Background: an optimization exercise with open tools, aiming at small area. Do not read the settings as production practice. Function was checked by simulation only, so behaviour that the tests miss may differ from the original.

`flow/config.mk`:
```
export PLATFORM = sky130hd
export DESIGN_NAME = pio_sm
export DESIGN_NICKNAME = pio_sm
export VERILOG_FILES = /design/flow/design.v
export SDC_FILE = /design/flow/constraint.sdc
export NUM_CORES = 4
export LEC_CHECK = 0
export CAP_MARGIN = 20
export CORE_MARGIN = 2
export CORE_UTILIZATION = 40
export SLEW_MARGIN = 20
```
`flow/design.v`:
```
`default_nettype none
package sm_pkg;
    typedef logic [31:0] word_t;
    typedef logic [4:0]  pc_t;
    typedef logic [5:0]  count_t;
    typedef enum logic [2:0] {
        JMP       = 3'd0,
        WAIT      = 3'd1,
        IN        = 3'd2,
        OUT       = 3'd3,
        PUSH_PULL = 3'd4,
        MOV       = 3'd5,
        IRQ       = 3'd6,
        SET       = 3'd7
    } opcode_t;
    typedef enum logic [2:0] {
        ALWAYS        = 3'd0,
        X_ZERO        = 3'd1,
        X_NZ_DEC      = 3'd2,
        Y_ZERO        = 3'd3,
        Y_NZ_DEC      = 3'd4,
        X_NE_Y        = 3'd5,
        PIN           = 3'd6,
        OSR_NOT_EMPTY = 3'd7
    } jmp_cond_t;
    typedef enum logic [2:0] {
        PINS = 3'd0,
        X    = 3'd1,
        Y    = 3'd2,
        NULL = 3'd3,
        EXEC = 3'd4,
        PC   = 3'd5,
        ISR  = 3'd6,
        OSR  = 3'd7
    } mov_operand_t;
    typedef struct packed {
        opcode_t      opcode;
        logic [4:0]   rsvd;
        jmp_cond_t    cond;
        pc_t          target;
    } instr_jmp_t;
    typedef struct packed {
        opcode_t      opcode;
        logic [4:0]   rsvd;
        mov_operand_t dest;
        logic [4:0]   data;
    } instr_opnd_t;
    typedef struct packed {
        opcode_t      opcode;
        logic [4:0]   rsvd;
        logic         pull;
        logic         if_empty;
        logic         block;
        logic [4:0]   rsvd_low;
    } instr_fifo_t;
    typedef union packed {
        instr_jmp_t  jmp;
        instr_opnd_t opnd;
        instr_fifo_t fifo;
    } instr_t;
    typedef struct packed {
        logic       full;
        logic       empty;
        logic [2:0] count;
    } fifo_status_t;
    typedef struct packed {
        logic   load;
        word_t  load_data;
        logic   shift_en;
        count_t shift_count;
    } osr_ctrl_t;
    typedef struct packed {
        logic       out_shiftdir;   
        logic [4:0] pull_thresh;    
    } sm_config_t;
endpackage
`default_nettype wire
`timescale 1ns/1ps
`default_nettype none
module sync_fifo #(
    parameter int FIFO_DEPTH = 4
) (
    input  logic                 clk,
    input  logic                 rst,
    input  logic                 push,
    input  sm_pkg::word_t        wdata,
    input  logic                 pop,
    output sm_pkg::word_t        rdata,
    output sm_pkg::fifo_status_t status
);
    localparam int PTR_W = $clog2(FIFO_DEPTH);
    localparam int CNT_W = PTR_W + 1;
    logic [31:0]      mem [0:FIFO_DEPTH-1];
    logic [PTR_W-1:0] wr_ptr;
    logic [PTR_W-1:0] rd_ptr;
    logic [CNT_W-1:0] count;
    logic             do_push;
    logic             do_pop;
    assign do_push = push && !status.full;
    assign do_pop  = pop && !status.empty;
    assign status.full  = (count == CNT_W'(FIFO_DEPTH));
    assign status.empty = (count == '0);
    assign status.count = 3'(count);
    assign rdata        = mem[rd_ptr];
    always_ff @(posedge clk) begin
        if (do_push) begin
            mem[wr_ptr] <= wdata;
        end
    end
    always_ff @(posedge clk or posedge rst) begin
        if (rst) begin
            wr_ptr <= '0;
            rd_ptr <= '0;
            count  <= '0;
        end else begin
            if (do_push) begin
                wr_ptr <= wr_ptr + PTR_W'(1);
            end
            if (do_pop) begin
                rd_ptr <= rd_ptr + PTR_W'(1);
            end
            case ({do_push, do_pop})
                2'b10:   count <= count + CNT_W'(1);
                2'b01:   count <= count - CNT_W'(1);
                default: count <= count;
            endcase
        end
    end
endmodule
`default_nettype wire
`timescale 1ns/1ps
`default_nettype none
module fetch_unit (
    input  logic           clk,
    input  logic           rst,
    input  logic           imem_we,
    input  sm_pkg::pc_t    imem_addr,
    input  sm_pkg::instr_t imem_wdata,
    input  logic           pc_advance,
    input  logic           jump_taken,
    input  sm_pkg::pc_t    jump_target,
    output sm_pkg::instr_t instr,
    output sm_pkg::pc_t    pc
);
    logic [15:0] imem [0:31];
    always_ff @(posedge clk) begin
        if (imem_we) begin
            imem[imem_addr] <= imem_wdata;
        end
    end
    assign instr = imem[pc];
    always_ff @(posedge clk or posedge rst) begin
        if (rst) begin
            pc <= '0;
        end else if (jump_taken) begin
            pc <= jump_target;
        end else if (pc_advance) begin
            pc <= pc + 5'd1;
        end
    end
endmodule
`default_nettype wire
`timescale 1ns/1ps
`default_nettype none
module osr_unit (
    input  logic               clk,
    input  logic               rst,
    input  sm_pkg::osr_ctrl_t  ctrl,
    input  sm_pkg::sm_config_t cfg,
    output sm_pkg::word_t      osr_data,
    output sm_pkg::word_t      shift_out,
    output logic               osr_empty
);
    sm_pkg::word_t  osr;
    sm_pkg::count_t shift_cnt;
    sm_pkg::count_t thresh;
    logic [6:0]     cnt_sum;
    assign osr_data = osr;
    assign thresh    = (cfg.pull_thresh == 5'd0) ? 6'd32 : {1'b0, cfg.pull_thresh};
    assign osr_empty = (shift_cnt >= thresh);
    always_comb begin
        if (cfg.out_shiftdir) begin
            shift_out = osr & ~({32{1'b1}} << ctrl.shift_count);
        end else begin
            shift_out = osr >> (6'd32 - ctrl.shift_count);
        end
    end
    assign cnt_sum = {1'b0, shift_cnt} + {1'b0, ctrl.shift_count};
    always_ff @(posedge clk or posedge rst) begin
        if (rst) begin
            osr       <= '0;
            shift_cnt <= '0;
        end else if (ctrl.load) begin
            osr       <= ctrl.load_data;
            shift_cnt <= '0;
        end else if (ctrl.shift_en) begin
            if (cfg.out_shiftdir) begin
                osr <= osr >> ctrl.shift_count;
            end else begin
                osr <= osr << ctrl.shift_count;
            end
            shift_cnt <= (cnt_sum > 7'd32) ? 6'd32 : cnt_sum[5:0];
        end
    end
endmodule
`default_nettype wire
`timescale 1ns/1ps
`default_nettype none
module sm_exec (
    input  logic                 clk,
    input  logic                 rst,
    input  logic                 run,
    input  sm_pkg::instr_t       instr,
    input  sm_pkg::fifo_status_t tx_status,
    input  sm_pkg::word_t        tx_rdata,
    input  sm_pkg::fifo_status_t rx_status,
    input  sm_pkg::word_t        osr_data,
    input  sm_pkg::word_t        shift_out,
    input  logic                 osr_empty,
    output logic                 pc_advance,
    output logic                 jump_taken,
    output sm_pkg::pc_t          jump_target,
    output sm_pkg::osr_ctrl_t    osr_ctrl,
    output logic                 tx_pop,
    output logic                 rx_push,
    output sm_pkg::word_t        rx_wdata
);
    sm_pkg::word_t        x;
    sm_pkg::word_t        y;
    sm_pkg::word_t        isr;
    sm_pkg::opcode_t      op;
    sm_pkg::mov_operand_t dest;
    sm_pkg::mov_operand_t mov_src;
    sm_pkg::word_t        src_value;
    logic                 cond_true;
    logic                 is_pull;
    logic                 is_push;
    logic                 pull_skip;
    logic                 stall;
    logic                 pull_exec;
    assign op      = instr.jmp.opcode;
    assign dest    = instr.opnd.dest;
    assign mov_src = sm_pkg::mov_operand_t'(instr.opnd.data[2:0]);
    always_comb begin
        case (instr.jmp.cond)
            sm_pkg::ALWAYS:        cond_true = 1'b1;
            sm_pkg::X_ZERO:        cond_true = (x == '0);
            sm_pkg::X_NZ_DEC:      cond_true = (x != '0);
            sm_pkg::Y_ZERO:        cond_true = (y == '0);
            sm_pkg::Y_NZ_DEC:      cond_true = (y != '0);
            sm_pkg::X_NE_Y:        cond_true = (x != y);
            sm_pkg::OSR_NOT_EMPTY: cond_true = !osr_empty;
            default:               cond_true = 1'b0;   
        endcase
    end
    always_comb begin
        case (mov_src)
            sm_pkg::X:   src_value = x;
            sm_pkg::Y:   src_value = y;
            sm_pkg::ISR: src_value = isr;
            sm_pkg::OSR: src_value = osr_data;
            default:     src_value = '0;
        endcase
    end
    assign is_pull   = (op == sm_pkg::PUSH_PULL) && instr.fifo.pull;
    assign is_push   = (op == sm_pkg::PUSH_PULL) && !instr.fifo.pull;
    assign pull_skip = is_pull && instr.fifo.if_empty && !osr_empty;
    assign stall = (is_pull && !pull_skip && instr.fifo.block && tx_status.empty)
                || (is_push && instr.fifo.block && rx_status.full);
    assign pull_exec   = run && is_pull && !pull_skip && !stall;
    assign pc_advance  = run && !stall;
    assign jump_taken  = run && (op == sm_pkg::JMP) && cond_true;
    assign jump_target = instr.jmp.target;
    assign tx_pop   = pull_exec && !tx_status.empty;
    assign rx_push  = run && is_push && !rx_status.full;
    assign rx_wdata = isr;
    always_comb begin
        osr_ctrl = '0;
        osr_ctrl.shift_count = (instr.opnd.data == 5'd0) ? 6'd32 : {1'b0, instr.opnd.data};
        if (pull_exec) begin
            osr_ctrl.load      = 1'b1;
            osr_ctrl.load_data = tx_status.empty ? x : tx_rdata;
        end else if (run && (op == sm_pkg::MOV) && (dest == sm_pkg::OSR)) begin
            osr_ctrl.load      = 1'b1;
            osr_ctrl.load_data = src_value;
        end
        osr_ctrl.shift_en = run && (op == sm_pkg::OUT);
    end
    always_ff @(posedge clk or posedge rst) begin
        if (rst) begin
            x   <= '0;
            y   <= '0;
            isr <= '0;
        end else if (run && !stall) begin
            case (op)
                sm_pkg::JMP: begin
                    if (instr.jmp.cond == sm_pkg::X_NZ_DEC) begin
                        x <= x - 32'd1;
                    end
                    if (instr.jmp.cond == sm_pkg::Y_NZ_DEC) begin
                        y <= y - 32'd1;
                    end
                end
                sm_pkg::SET: begin
                    if (dest == sm_pkg::X) x <= {27'd0, instr.opnd.data};
                    if (dest == sm_pkg::Y) y <= {27'd0, instr.opnd.data};
                end
                sm_pkg::OUT: begin
                    if (dest == sm_pkg::X) x <= shift_out;
                    if (dest == sm_pkg::Y) y <= shift_out;
                end
                sm_pkg::MOV: begin
                    if (dest == sm_pkg::X)   x   <= src_value;
                    if (dest == sm_pkg::Y)   y   <= src_value;
                    if (dest == sm_pkg::ISR) isr <= src_value;
                end
                sm_pkg::PUSH_PULL: begin
                    if (!instr.fifo.pull) isr <= '0;
                end
                default: begin
                end
            endcase
        end
    end
endmodule
`default_nettype wire
`timescale 1ns/1ps
`default_nettype none
module pio_sm #(
    parameter int FIFO_DEPTH = 4
) (
    input  logic        clk,
    input  logic        rst,
    input  logic        imem_we,
    input  logic [4:0]  imem_addr,
    input  logic [15:0] imem_wdata,
    input  logic        run,
    input  logic [5:0]  cfg,
    input  logic        tx_push,
    input  logic [31:0] tx_wdata,
    output logic        tx_full,
    input  logic        rx_pop,
    output logic [31:0] rx_rdata,
    output logic        rx_empty,
    output logic [4:0]  pc
);
    sm_pkg::instr_t       instr;
    logic                 pc_advance;
    logic                 jump_taken;
    sm_pkg::pc_t          jump_target;
    sm_pkg::osr_ctrl_t    osr_ctrl;
    sm_pkg::word_t        osr_data;
    sm_pkg::word_t        shift_out;
    logic                 osr_empty;
    logic                 tx_pop;
    sm_pkg::word_t        tx_rdata;
    sm_pkg::fifo_status_t tx_status;
    logic                 rx_push;
    sm_pkg::word_t        rx_wdata;
    sm_pkg::fifo_status_t rx_status;
    assign tx_full  = tx_status.full;
    assign rx_empty = rx_status.empty;
    fetch_unit u_fetch (
        .clk(clk), .rst(rst),
        .imem_we(imem_we), .imem_addr(imem_addr), .imem_wdata(sm_pkg::instr_t'(imem_wdata)),
        .pc_advance(pc_advance), .jump_taken(jump_taken), .jump_target(jump_target),
        .instr(instr), .pc(pc)
    );
    sm_exec u_exec (
        .clk(clk), .rst(rst), .run(run), .instr(instr),
        .tx_status(tx_status), .tx_rdata(tx_rdata), .rx_status(rx_status),
        .osr_data(osr_data), .shift_out(shift_out), .osr_empty(osr_empty),
        .pc_advance(pc_advance), .jump_taken(jump_taken), .jump_target(jump_target),
        .osr_ctrl(osr_ctrl), .tx_pop(tx_pop), .rx_push(rx_push), .rx_wdata(rx_wdata)
    );
    osr_unit u_osr (
        .clk(clk), .rst(rst), .ctrl(osr_ctrl), .cfg(sm_pkg::sm_config_t'(cfg)),
        .osr_data(osr_data), .shift_out(shift_out), .osr_empty(osr_empty)
    );
    sync_fifo #(.FIFO_DEPTH(FIFO_DEPTH)) tx_fifo (
        .clk(clk), .rst(rst), .push(tx_push), .wdata(tx_wdata),
        .pop(tx_pop), .rdata(tx_rdata), .status(tx_status)
    );
    sync_fifo #(.FIFO_DEPTH(FIFO_DEPTH)) rx_fifo (
        .clk(clk), .rst(rst), .push(rx_push), .wdata(rx_wdata),
        .pop(rx_pop), .rdata(rx_rdata), .status(rx_status)
    );
endmodule
`default_nettype wire
```
`flow/run.sh`:
```
#!/bin/bash
# synth_recipe.tcl (not shown) runs the flow's synth.tcl, then flattens the netlist and writes it again
# the make line also repeats each setting of config.mk as NAME=value (left out here)
make -C /OpenROAD-flow-scripts/flow DESIGN_CONFIG=/design/flow/config.mk WORK_HOME=/design/flow/orfs CLKGATE_MAP_FILE= SYNTH_SCRIPT=/design/flow/synth_recipe.tcl finish
```
`flow/constraint.sdc`:
```
create_clock -name core_clock -period 10.0 [get_ports {clk}]
set_input_delay 2.0000 -clock core_clock [delete_from_list [all_inputs] [get_ports {clk}]]
set_output_delay 2.0000 -clock core_clock [all_outputs]
set_load 0.01 [all_outputs]
```
==> run notes <==
- STA classifies the critical path startpoint as a register.
- Pins over their slew limit: 0
* Dominant register cell in the synthesized netlist: edfxtp_1
* Number of I/O port buffers: between 90 and 100
* Share of synthesized area occupied by flip-flops and latches: between 50% and 60%
- Average detailed-routed wire length per instance: ~32 um
* Number of resized instances in the post-cts repair step: 0
- Drt via density: approximately 6.4
- The H-tree was split into 3 levels.
- The first routing iteration left 3658 violations.
- Highest-delay cell along the critical path: dfrtp_4
- Final Setup Violations: 0
- Final TNS setup: 0 ns
- Max_slew headroom: between 20% and 30%
* Most instantiated cells after synthesis: edfxtp_1, mux2i_1, nand2_1, o21ai_0, nor2_1
- Together, buffers and inverters on the worst path number 3.
- Share of synthesized flip-flops with an asynchronous set or reset: between 20% and 30%
* Synth area leader: edfxtp_1
- Pin count of the biggest net entering global routing: a little over 70
- The number of nets handed over by synthesis was 3150.
* Worst-path cell chain: buf_4 -> mux4_2 -> a22o_1 -> a211o_1 -> nand2_2 -> ha_1 -> clkinv_1 -> nor3_4 -> a31o_4 -> inv_12 -> mux2i_1 -> a2bb2oi_1 -> o22ai_1 -> o31ai_1 -> a21oi_1 -> a21o_1
- The worst path meets setup with approximately 1.9 ns of slack.
* Number of violations of the max-capacitance limit: 0
- Final hold slack: between 0.5 and 0.6 ns
- After detailed routing, the number of remaining DRC violations is 0.
- Clock insertion delay at the later pin of the skew report: about 0.69 ns
- For this run, the share of the core covered by cells in the final layout is 45.5%.
* TritonCTS buffer count: around 80
- Number of detailed-routing iterations run before antenna repair: 5
- Pre-CTS setup slack: roughly 2.1 ns
- Number of buffers on the longest clock path: 3
* Area after DPL: approximately 42000 um2
- Syn. warnings: 4
* Horiz. Die Dim: approximately 320 um
- TritonCTS built the clock tree.
* Total die area: approximately 100000 um2
- Share of the synthesized area in the top cell type: about 46%
- Number of antenna-violating nets in the routed design: 0
- Setup clock skew after layout: around 0.043 ns
- Most repeated cell in the gate-level netlist after synthesis: edfxtp_1
- Initial standard-cell utilization of the core: slightly above 40%
- A synthesized cell averages approximately 13 um2.
- The number of failing hold endpoints at the final stage is 0.
- The cell family contributing the most delay on the critical path is compound AO/OA/AOI/OAI gates.
- Final weighted congestion of routability-driven global placement: around 1
* Via count: 28400
- Count of state elements after synthesis: about 760
* Buffers inserted by post-CTS timing repair: 0
- Run status: finished clean
* Post-Syn Area: between 30000 and 40000 um2
* Number of antenna violations at the first check in global routing: 3
- Synthesis produced a netlist whose cell count is about 3000.
- Area contributors post-synth: edfxtp_1, mux4_2, dfrtp_1
- Wire length of the first global-routing pass: roughly 200000 um
* Area growth from synthesis to final layout: 13.2%
- RSZ-0062 raised after global routing: no
- Cell Count, Final, Fillers Out: about 4400
- Detailed-placement wirelength estimate: a little under 100000 um
- Of all nets on the critical path, the largest fanout is 70.
- STA classifies the critical path endpoint as a register.
* Final wirelength: between 100000 and 150000 um
* Post-layout net count: around 3200
* Clock Root Buffer: clkbuf_16
- In this design, the stage delay of the slowest critical-path cell is 0.88 ns.
- Kind of path behind the tightest hold check: reg -> reg
- Count of boundary I/O pins: approximately 100
- At the worst endpoint, the arrival time is 8.68 ns.
- The netlist uses a little over 100 different library cells.
- Cells with a size suffix above 1 make up approximately 17% of the layout.
* Start-to-end type of the worst setup path: reg -> reg
* Final critical path time including I/O delays and setup: about 8.1 ns
* Area of the placeable core: between 90000 and 100000 um2
* Actual slew at the worst max-slew pin: about 1.2 ns
* Die Ht: 318 um
* Number of global-route vias before repair: between 20000 and 30000
- Total congestion overflow after global routing: 0
- Cell Count Post-Placement: 4275
- Counting flops with a built-in enable in the synthesized netlist gives ~610.
- After routing the design area is approximately 45000 um2.
- Highest achievable clock rate: roughly 120 MHz
- Data on the critical path is required at its endpoint by between 10 and 15 ns.
* Number of clock sinks: approximately 760
* Row count: approximately 120
* Total global routing track utilization: 27.4%
* Clock edge transition at the registers on the reported setup and hold paths: 0.06 ns
- Number of hold-repair buffers added at the cts stage: 0
- Final period utilization: around 81%
-- cells in the final DEF (no fill, tap or decap), types with 12 or more instances in the layout --
master	instances
bufinv_16	13
dfrtp_1	148
buf_4	101
nor4_1	16
and3_1	23
a21oi_1	127
clkinv_1	14
mux2_2	20
nor2_2	16
o31ai_1	42
nor2_1	193
nor3_1	59
a221o_1	23
a22oi_1	21
a31oi_1	30
xnor2_1	42
o22ai_1	48
a21o_1	16
clkbuf_16	82
nand2b_1	20
mux2i_1	224
ha_1	31
o221ai_1	29
a211oi_1	14
nand4_1	16
nand3_1	59
o211ai_1	17
and2_1	16
buf_2	12
o21ai_0	211
edfxtp_1	608
mux4_2	187
clkinv_2	16
nand2_1	211
inv_1	44
a22o_1	27
clkdlybuf4s50_1	86
a221oi_1	27
or3_1	13
-- logic make-up (layout without fill, tap and decap cells) --
| group | Yosys count | after routing | synth area share [%] |
|---|---|---|---|
| simple gates | 698 | 698 | 8.24 |
| flops | 761 | 761 | 56.0 |
| buf+inv | 315 | 406 | 3.59 |
| fa+ha+maj | 35 | 35 | 1.17 |
| mux | 433 | 433 | 17.0 |
| xor+xnor | 52 | 52 | 1.15 |
| compound gates | 756 | 756 | 12.9 |
| other cells | 0 | 1 | 0 |
-- worst reg2reg max path, cell delays in order, from the launching register on --
cell and delay (ns):
dfrtp_4 0.88, buf_4 0.59, mux4_2 0.57, a22o_1 0.24
a211o_1 0.31, nand2_2 0.45, ha_1 0.57, clkinv_1 0.37
nor3_4 0.46, a31o_4 0.49, inv_12 0.27, mux2i_1 0.56
a2bb2oi_1 0.83, o22ai_1 0.18, o31ai_1 0.87, a21oi_1 0.17
a21o_1 0.18
-- worst paths after layout --
check | from | endpoint | slack (ns) | cells past startpoint
max | u_fetch.pc[0] | u_exec.y[2] | 1.86 | 16
min | rx_fifo.count[2] | rx_fifo.count[2] | 0.50 | 1
max reg2reg | u_fetch.pc[0] | u_exec.y[2] | 1.86 | 16
min reg2reg | rx_fifo.count[2] | rx_fifo.count[2] | 0.50 | 1
max in group asynchronous | rst | tx_fifo.rd_ptr[0] | 6.19 | 4
min in group asynchronous | rst | rx_fifo.count[2] | 1.81 | 2
-- sequential cells by signal, summed over array words and instances (netlist names), 3 cells and up --
| register | cells |
|---|---|
| u_fetch.imem | 352 |
| u_exec.x | 32 |
| rx_fifo.mem | 128 |
| u_fetch.pc | 5 |
| rx_fifo.count | 3 |
| u_exec.y | 32 |
| u_osr.shift_cnt | 6 |
| tx_fifo.mem | 128 |
| u_exec.isr | 32 |
| tx_fifo.count | 3 |
| u_osr.osr | 32 |
-- per-layer routing --
layer  global-route usage (%)  wire length, um
met2                     41.9            63300
met4                     12.0             6750
met1                     38.1            58100
met5                        0               28
met3                     5.41            12600
-- final cells by class --
type | count | area (um2)
clock inverter | 59 | 812
clock buffer | 93 | 2140
multi-input combinational | 1974 | 16100
sequential | 761 | 22100
inverter | 53 | 216
fill | 8703 | 53500
tap | 1287 | 1610
timing repair buffer | 201 | 1710
antenna | 1 | 2.50

==> port drivers added, routing unchanged <==
Ports are ideal in the flow. The routed layout listed here was re-timed in OpenROAD. Step 1, drivers: a clkbuf_16 drives clk and a buf_2 each remaining input, both assumed. Step 2 moves the port delays by t, midway between the first and last clock arrival at a register: inputs arrive t later, outputs are due t later. That takes back most of the time a late clock gives input paths. a / b / c = ideal ports / drivers / drivers and shift; a / b = the first two.
shift t [ns]: 0.742
setup slack, ns: 1.863 / 1.863 / 1.863
worst register clock-pin slew, ns: 0.07 / 0.07
After both steps setup and hold are still met in this run. The setup slack of this run moves by 0.000 ns with the drivers and by 0.000 ns with both steps.
